This is an optimization exercise on Yosys and OpenROAD, whose aim is small area, a short achievable clock period and few clock cycles per item, not a production implementation.
The RTL was checked by simulation tests, not by an equivalence proof against the original design.
Power and IR drop assume default switching activity.

==> exp/amber <==
==> flow/design.v <==
package perceptron_pkg;
  localparam int NUM_WEIGHTS = 12;
  localparam int WEIGHT_W    = 4;
  localparam int ROW_W       = NUM_WEIGHTS * WEIGHT_W;
  typedef enum logic [2:0] {
    ST_CLEAR  = 3'd0,
    ST_IDLE   = 3'd1,
    ST_READ   = 3'd2,
    ST_UPDATE = 3'd3,
    ST_WRITE  = 3'd4,
    ST_DONE   = 3'd5
  } state_t;
  function automatic logic [WEIGHT_W-1:0] get_field(input logic [ROW_W-1:0] row,
                                                    input int i);
    get_field = row[i*WEIGHT_W +: WEIGHT_W];
  endfunction
endpackage
import perceptron_pkg::*;
module sat_weight_update
(
  input  logic [WEIGHT_W-1:0] w,
  input  logic                inc,
  output logic [WEIGHT_W-1:0] w_next
);
  logic [WEIGHT_W-1:0] d;
  logic [WEIGHT_W:0]   t;
  assign d = inc ? w : ~w;
  always_comb begin
    t[0] = 1'b1;
    for (int i = 0; i < WEIGHT_W; i++) begin
      t[i+1] = t[i] & d[i];
    end
  end
  assign w_next = w ^ (t[WEIGHT_W-1:0] & {WEIGHT_W{!t[WEIGHT_W]}});
endmodule
import perceptron_pkg::*;
module perceptron_weight_trainer
#(
  parameter int TABLE_DEPTH = 64,
  parameter int IDX_W       = 6,
  parameter int INIT_W      = 8
)
(
  input  logic                   clk,
  input  logic                   reset_n,
  input  logic                   train_valid,
  output logic                   train_ready,
  input  logic [IDX_W-1:0]       train_idx,
  input  logic [NUM_WEIGHTS-1:0] train_hist,
  input  logic                   train_taken,
  input  logic                   train_pred,
  input  logic                   train_confident,
  input  logic [IDX_W-1:0]       rd_idx,
  output logic [ROW_W-1:0]       rd_weights,
  output logic                   upd_done,
  output logic                   upd_written,
  output logic                   init_busy
);
  localparam logic [WEIGHT_W-1:0] INIT_FIELD = WEIGHT_W'(INIT_W);
  localparam logic [ROW_W-1:0]    INIT_ROW   = {NUM_WEIGHTS{INIT_FIELD}};
  logic [TABLE_DEPTH-1:0][ROW_W-1:0] mem;
  logic                   init_wr;
  logic                   req_v;
  logic                   req_wr;      
  logic [IDX_W-1:0]       req_idx;
  logic [NUM_WEIGHTS-1:0] req_hist;
  logic                   req_taken;
  logic [ROW_W-1:0]       req_row;     
  logic [ROW_W-1:0]       req_h0_n;    
  logic [ROW_W-1:0]       req_h1_n;
  logic [ROW_W-1:0]       rd_h0_n;     
  logic [ROW_W-1:0]       rd_h1_n;
  logic [TABLE_DEPTH-1:0] wr_sel;      
  logic                   accept;
  logic                   skip;
  logic                   wr_now;
  logic                   tr_fwd;
  logic                   rd_fwd;
  logic [ROW_W-1:0]       new_row;
  logic [ROW_W-1:0]       wdata;
  logic [TABLE_DEPTH-1:0] tr_dec;
  assign accept = train_valid && train_ready;
  assign skip   = (train_pred == train_taken) && train_confident;
  assign wr_now = req_v && req_wr;
  for (genvar g = 0; g < NUM_WEIGHTS; g++) begin : g_upd
    sat_weight_update u_sat (
      .w      (req_row[g*WEIGHT_W +: WEIGHT_W]),
      .inc    (req_hist[g] == req_taken),
      .w_next (new_row[g*WEIGHT_W +: WEIGHT_W])
    );
  end
  assign wdata = init_wr ? INIT_ROW : new_row;
  for (genvar r = 0; r < TABLE_DEPTH; r++) begin : g_row
    always_ff @(posedge clk) begin
      if (init_wr || wr_sel[r]) begin
        mem[r] <= wdata;
      end
    end
  end
  logic [TABLE_DEPTH-1:0] tr_sel;
  logic [TABLE_DEPTH-1:0] rd_sel;
  idx_decode u_tr_dec (.idx (train_idx), .mask ('0),     .sel (tr_dec));
  idx_decode u_tr_sel (.idx (train_idx), .mask (wr_sel), .sel (tr_sel));
  idx_decode u_rd_sel (.idx (rd_idx),    .mask (wr_sel), .sel (rd_sel));
  assign tr_fwd = wr_now && (req_idx == train_idx);
  assign rd_fwd = wr_now && (req_idx == rd_idx);
  row_read u_tr_read (
    .mem   (mem),
    .sel   (tr_sel),
    .fwd   (tr_fwd),
    .fdata (new_row),
    .half0_n (tr_h0_d),
    .half1_n (tr_h1_d)
  );
  row_read u_rd_read (
    .mem   (mem),
    .sel   (rd_sel),
    .fwd   (rd_fwd),
    .fdata (new_row),
    .half0_n (rd_h0_d),
    .half1_n (rd_h1_d)
  );
  logic [ROW_W-1:0] tr_h0_d, tr_h1_d, rd_h0_d, rd_h1_d;
  always_ff @(posedge clk) begin
    if (!reset_n) begin
      init_wr     <= 1'b1;
      init_busy   <= 1'b1;
      train_ready <= 1'b0;
      req_v       <= 1'b0;
      wr_sel      <= '0;
    end else begin
      init_wr <= 1'b0;
      if (!init_wr && init_busy) begin
        init_busy   <= 1'b0;
        train_ready <= 1'b1;
      end
      req_v  <= accept;
      wr_sel <= tr_dec & {TABLE_DEPTH{accept && !skip}};
    end
  end
  always_ff @(posedge clk) begin
    req_wr    <= !skip;
    req_idx   <= train_idx;
    req_hist  <= train_hist;
    req_taken <= train_taken;
    req_h0_n  <= tr_h0_d;
    req_h1_n  <= tr_h1_d;
  end
  assign req_row = ~(req_h0_n & req_h1_n);
  assign upd_done    = req_v;
  assign upd_written = req_wr;
  always_ff @(posedge clk) begin
    rd_h0_n <= rd_h0_d;
    rd_h1_n <= rd_h1_d;
  end
  assign rd_weights = ~(rd_h0_n & rd_h1_n);
endmodule
module idx_decode
(
  input  logic [5:0]  idx,
  input  logic [63:0] mask,
  output logic [63:0] sel
);
  logic [5:0] idx_n;
  logic [7:0] lo_n, hi_n;
  assign idx_n = ~idx;
  for (genvar i = 0; i < 8; i++) begin : g_pre
    nand3_g u_lo (
      .a (i[0] ? idx[0] : idx_n[0]),
      .b (i[1] ? idx[1] : idx_n[1]),
      .c (i[2] ? idx[2] : idx_n[2]),
      .y (lo_n[i])
    );
    nand3_g u_hi (
      .a (i[0] ? idx[3] : idx_n[3]),
      .b (i[1] ? idx[4] : idx_n[4]),
      .c (i[2] ? idx[5] : idx_n[5]),
      .y (hi_n[i])
    );
  end
  for (genvar r = 0; r < 64; r++) begin : g_row
    nor3_g u_sel (.a (lo_n[r % 8]), .b (hi_n[r / 8]), .c (mask[r]), .y (sel[r]));
  end
endmodule
module nand3_g
(
  input  logic a,
  input  logic b,
  input  logic c,
  output logic y
);
  assign y = ~(a & b & c);
endmodule
module nor3_g
(
  input  logic a,
  input  logic b,
  input  logic c,
  output logic y
);
  assign y = ~(a | b | c);
endmodule
module row_read
(
  input  logic [63:0][perceptron_pkg::ROW_W-1:0] mem,
  input  logic [63:0]                            sel,
  input  logic                                   fwd,
  input  logic [perceptron_pkg::ROW_W-1:0]       fdata,
  output logic [perceptron_pkg::ROW_W-1:0]       half0_n,
  output logic [perceptron_pkg::ROW_W-1:0]       half1_n
);
  localparam int W = perceptron_pkg::ROW_W;
  logic [21:0][W-1:0] n;
  logic [5:0][W-1:0]  p;
  logic [W-1:0]       fn;
  for (genvar k = 0; k < 21; k++) begin : g_sl
    row_aoi3 u_sl (
      .s   (sel[3*k +: 3]),
      .a   (mem[3*k]), .b (mem[3*k+1]), .c (mem[3*k+2]),
      .y_n (n[k])
    );
  end
  nand2_w u_last (.a (mem[63]), .b ({W{sel[63]}}), .y (n[21]));
  nand2_w u_fn (.a (fdata), .b ({W{fwd}}), .y (fn));
  for (genvar k = 0; k < 5; k++) begin : g_p
    nand4_w u_p (.a (n[4*k]), .b (n[4*k+1]), .c (n[4*k+2]), .d (n[4*k+3]), .y (p[k]));
  end
  nand3_w u_p5 (.a (n[20]), .b (n[21]), .c (fn), .y (p[5]));
  nor3_w u_h0 (.a (p[0]), .b (p[1]), .c (p[2]), .y (half0_n));
  nor3_w u_h1 (.a (p[3]), .b (p[4]), .c (p[5]), .y (half1_n));
endmodule
module row_aoi3
(
  input  logic [2:0]                         s,
  input  logic [perceptron_pkg::ROW_W-1:0]   a,
  input  logic [perceptron_pkg::ROW_W-1:0]   b,
  input  logic [perceptron_pkg::ROW_W-1:0]   c,
  output logic [perceptron_pkg::ROW_W-1:0]   y_n
);
  assign y_n = ~(({perceptron_pkg::ROW_W{s[0]}} & a) |
                 ({perceptron_pkg::ROW_W{s[1]}} & b) |
                 ({perceptron_pkg::ROW_W{s[2]}} & c));
endmodule
module nand2_w
(
  input  logic [perceptron_pkg::ROW_W-1:0] a,
  input  logic [perceptron_pkg::ROW_W-1:0] b,
  output logic [perceptron_pkg::ROW_W-1:0] y
);
  assign y = ~(a & b);
endmodule
module nand4_w
(
  input  logic [perceptron_pkg::ROW_W-1:0] a,
  input  logic [perceptron_pkg::ROW_W-1:0] b,
  input  logic [perceptron_pkg::ROW_W-1:0] c,
  input  logic [perceptron_pkg::ROW_W-1:0] d,
  output logic [perceptron_pkg::ROW_W-1:0] y
);
  assign y = ~(a & b & c & d);
endmodule
module nor2_w
(
  input  logic [perceptron_pkg::ROW_W-1:0] a,
  input  logic [perceptron_pkg::ROW_W-1:0] b,
  output logic [perceptron_pkg::ROW_W-1:0] y
);
  assign y = ~(a | b);
endmodule
module nand3_w
(
  input  logic [perceptron_pkg::ROW_W-1:0] a,
  input  logic [perceptron_pkg::ROW_W-1:0] b,
  input  logic [perceptron_pkg::ROW_W-1:0] c,
  output logic [perceptron_pkg::ROW_W-1:0] y
);
  assign y = ~(a & b & c);
endmodule
module nor3_w
(
  input  logic [perceptron_pkg::ROW_W-1:0] a,
  input  logic [perceptron_pkg::ROW_W-1:0] b,
  input  logic [perceptron_pkg::ROW_W-1:0] c,
  output logic [perceptron_pkg::ROW_W-1:0] y
);
  assign y = ~(a | b | c);
endmodule
==> flow/run.sh <==
#!/bin/bash
# synth_recipe.tcl (not shown) runs the flow's synth.tcl, then flattens the netlist and writes it again
# the make line also repeats each setting of config.mk as NAME=value (left out here)
make -C /OpenROAD-flow-scripts/flow DESIGN_CONFIG=/design/flow/config.mk WORK_HOME=/design/flow/orfs CLKGATE_MAP_FILE= SYNTH_SCRIPT=/design/flow/synth_recipe.tcl finish
==> flow/config.mk <==
export PLATFORM = sky130hd
export DESIGN_NAME = perceptron_weight_trainer
export DESIGN_NICKNAME = perceptron_weight_trainer
export VERILOG_FILES = /design/flow/design.v
export SDC_FILE = /design/flow/constraint.sdc
export NUM_CORES = 4
export LEC_CHECK = 0
export CAP_MARGIN = 20
export CELL_PAD_IN_SITES_DETAIL_PLACEMENT = 1
export CELL_PAD_IN_SITES_GLOBAL_PLACEMENT = 1
export CORE_MARGIN = 2
export CORE_UTILIZATION = 45
export CTS_CLUSTER_DIAMETER = 60
export CTS_CLUSTER_SIZE = 24
export GPL_TIMING_DRIVEN = 1
export PLACE_DENSITY = 0.55
export SETUP_SLACK_MARGIN = 2.5
export SLEW_MARGIN = 20
export SYNTH_HIERARCHICAL = 1
export SYNTH_MINIMUM_KEEP_SIZE = 0
==> flow/constraint.sdc <==
create_clock -name core_clock -period 5.0 [get_ports {clk}]
set_input_delay 1.0000 -clock core_clock [delete_from_list [all_inputs] [get_ports {clk}]]
set_output_delay 1.0000 -clock core_clock [all_outputs]
set_load 0.01 [all_outputs]
==> inputs of exp/delta, as changes to exp/amber <==
==> flow/design.v (replaced) <==
package perceptron_pkg;
  localparam int NUM_WEIGHTS = 12;
  localparam int WEIGHT_W    = 4;
  localparam int ROW_W       = NUM_WEIGHTS * WEIGHT_W;
  typedef enum logic [2:0] {
    ST_CLEAR  = 3'd0,
    ST_IDLE   = 3'd1,
    ST_READ   = 3'd2,
    ST_UPDATE = 3'd3,
    ST_WRITE  = 3'd4,
    ST_DONE   = 3'd5
  } state_t;
  function automatic logic [WEIGHT_W-1:0] get_field(input logic [ROW_W-1:0] row,
                                                    input int i);
    get_field = row[i*WEIGHT_W +: WEIGHT_W];
  endfunction
endpackage
import perceptron_pkg::*;
module sat_weight_update
(
  input  logic [WEIGHT_W-1:0] w,
  input  logic                inc,
  output logic [WEIGHT_W-1:0] w_next
);
  localparam logic [WEIGHT_W-1:0] W_MAX = {WEIGHT_W{1'b1}};
  localparam logic [WEIGHT_W-1:0] W_MIN = {WEIGHT_W{1'b0}};
  localparam logic [WEIGHT_W-1:0] W_ONE = {{(WEIGHT_W-1){1'b0}}, 1'b1};
  always_comb begin
    w_next = w;
    if (inc) begin
      if (w == W_MAX) begin
        w_next = w;
      end else begin
        w_next = w + W_ONE;
      end
    end else begin
      if (w == W_MIN) begin
        w_next = w;
      end else begin
        w_next = w - W_ONE;
      end
    end
  end
endmodule
import perceptron_pkg::*;
module perceptron_weight_trainer
#(
  parameter int TABLE_DEPTH = 64,
  parameter int IDX_W       = 6,
  parameter int INIT_W      = 8
)
(
  input  logic                   clk,
  input  logic                   reset_n,
  input  logic                   train_valid,
  output logic                   train_ready,
  input  logic [IDX_W-1:0]       train_idx,
  input  logic [NUM_WEIGHTS-1:0] train_hist,
  input  logic                   train_taken,
  input  logic                   train_pred,
  input  logic                   train_confident,
  input  logic [IDX_W-1:0]       rd_idx,
  output logic [ROW_W-1:0]       rd_weights,
  output logic                   upd_done,
  output logic                   upd_written,
  output logic                   init_busy
);
  localparam logic [WEIGHT_W-1:0] INIT_FIELD = WEIGHT_W'(INIT_W);
  localparam logic [ROW_W-1:0]    INIT_ROW   = {NUM_WEIGHTS{INIT_FIELD}};
  logic [TABLE_DEPTH-1:0][ROW_W-1:0] mem;
  logic                   init_wr;
  logic                   req_v;
  logic                   req_wr;      
  logic [IDX_W-1:0]       req_idx;
  logic [NUM_WEIGHTS-1:0] req_hist;
  logic                   req_taken;
  logic [ROW_W-1:0]       req_row;     
  logic                   accept;
  logic                   skip;
  logic                   wr_now;
  logic [ROW_W-1:0]       new_row;
  logic [ROW_W-1:0]       wdata;
  logic [TABLE_DEPTH-1:0] tr_sel;
  logic [TABLE_DEPTH-1:0] rd_sel;
  logic [ROW_W-1:0]       tr_data;
  logic [ROW_W-1:0]       rd_data;
  assign accept = train_valid && train_ready;
  assign skip   = (train_pred == train_taken) && train_confident;
  assign wr_now = req_v && req_wr;
  for (genvar g = 0; g < NUM_WEIGHTS; g++) begin : g_upd
    sat_weight_update u_sat (
      .w      (req_row[g*WEIGHT_W +: WEIGHT_W]),
      .inc    (req_hist[g] == req_taken),
      .w_next (new_row[g*WEIGHT_W +: WEIGHT_W])
    );
  end
  assign wdata = init_wr ? INIT_ROW : new_row;
  for (genvar r = 0; r < TABLE_DEPTH; r++) begin : g_row
    always_ff @(posedge clk) begin
      if (init_wr || (wr_now && (req_idx == IDX_W'(r)))) begin
        mem[r] <= wdata;
      end
    end
  end
  always_comb begin
    tr_sel  = '0;
    rd_sel  = '0;
    tr_sel[train_idx] = 1'b1;
    rd_sel[rd_idx]    = 1'b1;
    tr_data = '0;
    rd_data = '0;
    for (int r = 0; r < TABLE_DEPTH; r++) begin
      tr_data = tr_data | ({ROW_W{tr_sel[r]}} & mem[r]);
      rd_data = rd_data | ({ROW_W{rd_sel[r]}} & mem[r]);
    end
  end
  always_ff @(posedge clk) begin
    if (!reset_n) begin
      init_wr     <= 1'b1;
      init_busy   <= 1'b1;
      train_ready <= 1'b0;
      req_v       <= 1'b0;
    end else begin
      init_wr <= 1'b0;
      if (!init_wr && init_busy) begin
        init_busy   <= 1'b0;
        train_ready <= 1'b1;
      end
      req_v <= accept;
    end
  end
  always_ff @(posedge clk) begin
    req_wr    <= !skip;
    req_idx   <= train_idx;
    req_hist  <= train_hist;
    req_taken <= train_taken;
    if (wr_now && (req_idx == train_idx)) begin
      req_row <= new_row;
    end else begin
      req_row <= tr_data;
    end
  end
  assign upd_done    = req_v;
  assign upd_written = req_wr;
  always_ff @(posedge clk) begin
    if (wr_now && (req_idx == rd_idx)) begin
      rd_weights <= new_row;
    end else begin
      rd_weights <= rd_data;
    end
  end
endmodule
- ABC_CLOCK_PERIOD_IN_PS: not set -> 2400
- CELL_PAD_IN_SITES_DETAIL_PLACEMENT: 1 -> not set
- CELL_PAD_IN_SITES_GLOBAL_PLACEMENT: 1 -> not set
- CTS_CLUSTER_DIAMETER: 60 -> not set
- CTS_CLUSTER_SIZE: 24 -> not set
- GPL_TIMING_DRIVEN: 1 -> not set
- PLACE_DENSITY: 0.55 -> 0.6
- SETUP_SLACK_MARGIN: 2.5 -> 2.6
- SYNTH_HIERARCHICAL: 1 -> not set
- SYNTH_MINIMUM_KEEP_SIZE: 0 -> not set
==> inputs of exp/maple, as changes to exp/amber <==
- CTS_CLUSTER_DIAMETER: 60 -> 80
- CTS_CLUSTER_SIZE: 24 -> 30
- SETUP_SLACK_MARGIN: 2.5 -> 2.6
- TNS_END_PERCENT: not set -> 0
==> comparison table <==
	exp/amber	exp/maple	exp/delta
Outcome	complete, no violations	complete, no violations	stopped before the end
Failing step	-	-	global routing (5_1_grt)
Final Total Pwr	71,200 uW	64,100 uW	-
Seq pwr share	55.0%	61.0%	-
Data required time at the worst endpoint	4.00 ns	5.58 ns	-
Post-detailed-route DRC marker count	0	0	-
Count of final setup violators	0	0	-
Multi-Input Combinational	3,886	3,885	-
Mapped Cells	7,859	7,859	10.3k
Number of hold violations in the final report	0	0	-
Count of different cell masters after synthesis	38	38	120
Number of violations reported at the end of detailed-routing iteration 0	24.5k	21.9k	-
Synthesized-area fraction occupied by ao, oa, aoi and oai cells	15.6%	15.6%	20.5%
Origin of the worst min-delay path	train_idx[0]	train_idx[2]	-
Maximum level of the CTS H-tree	5	4	5
Leakage power	0.0532 uW	0.0495 uW	-
Starting utilization of the core area	45.3%	45.3%	45.3%
Power consumed by combinational cells	7960 uW	7780 uW	-
Multiplexer share of the synthesized area	0%	0%	1.00%
CP Buf/Inv Count	1	0	-
Register clock-pin slew on the reported worst setup and hold paths	0.09 ns	0.10 ns	-
Final clock-cell share	6.15%	3.77%	-
Number of gates on the worst path with buffers counted	2	3	-
Min setup slack post-route	2.30 ns	2.17 ns	-
Final Cycle Share	53.9%	56.6%	-
Testbench counts of exp/amber, summed over its fixed seeds: cycles 16,008, items 16,000.
Testbench counts of exp/delta, summed over its fixed seeds: cycles 16,008, items 16,000.
Testbench counts of exp/maple, summed over its fixed seeds: cycles 16,008, items 16,000.

[afterwards: timing with drivers on the ports]
Ports are ideal in the flow. The routed layouts listed here were re-timed in OpenROAD. Step 1 sets driving cells, clkbuf_16 on the clock port and buf_2 on the other inputs (assumed; they add their load-dependent delay and slew). Step 2 also shifts input and output timing later by t, the mid clock arrival at the registers, as if the neighbouring blocks saw the same clock. Slacks: no drivers / after step 1 / after step 2; pairs: no drivers / after step 1.
run | t (ns) | setup slack, ns | worst hold slack (ns) | worst data-port slew with drivers (ns)
exp/amber | 1.026 | 2.303 / 2.201 / 1.299 | 0.246 / 0.261 / 0.477 | 0.13
exp/maple | 1.014 | 2.172 / 2.172 / 1.265 | 0.421 / 0.357 / 0.470 | 0.12
After both steps setup and hold are still met in every run listed. The setup slack of exp/amber, which loses most, moves by -0.102 ns with the drivers and by -1.004 ns with both steps.
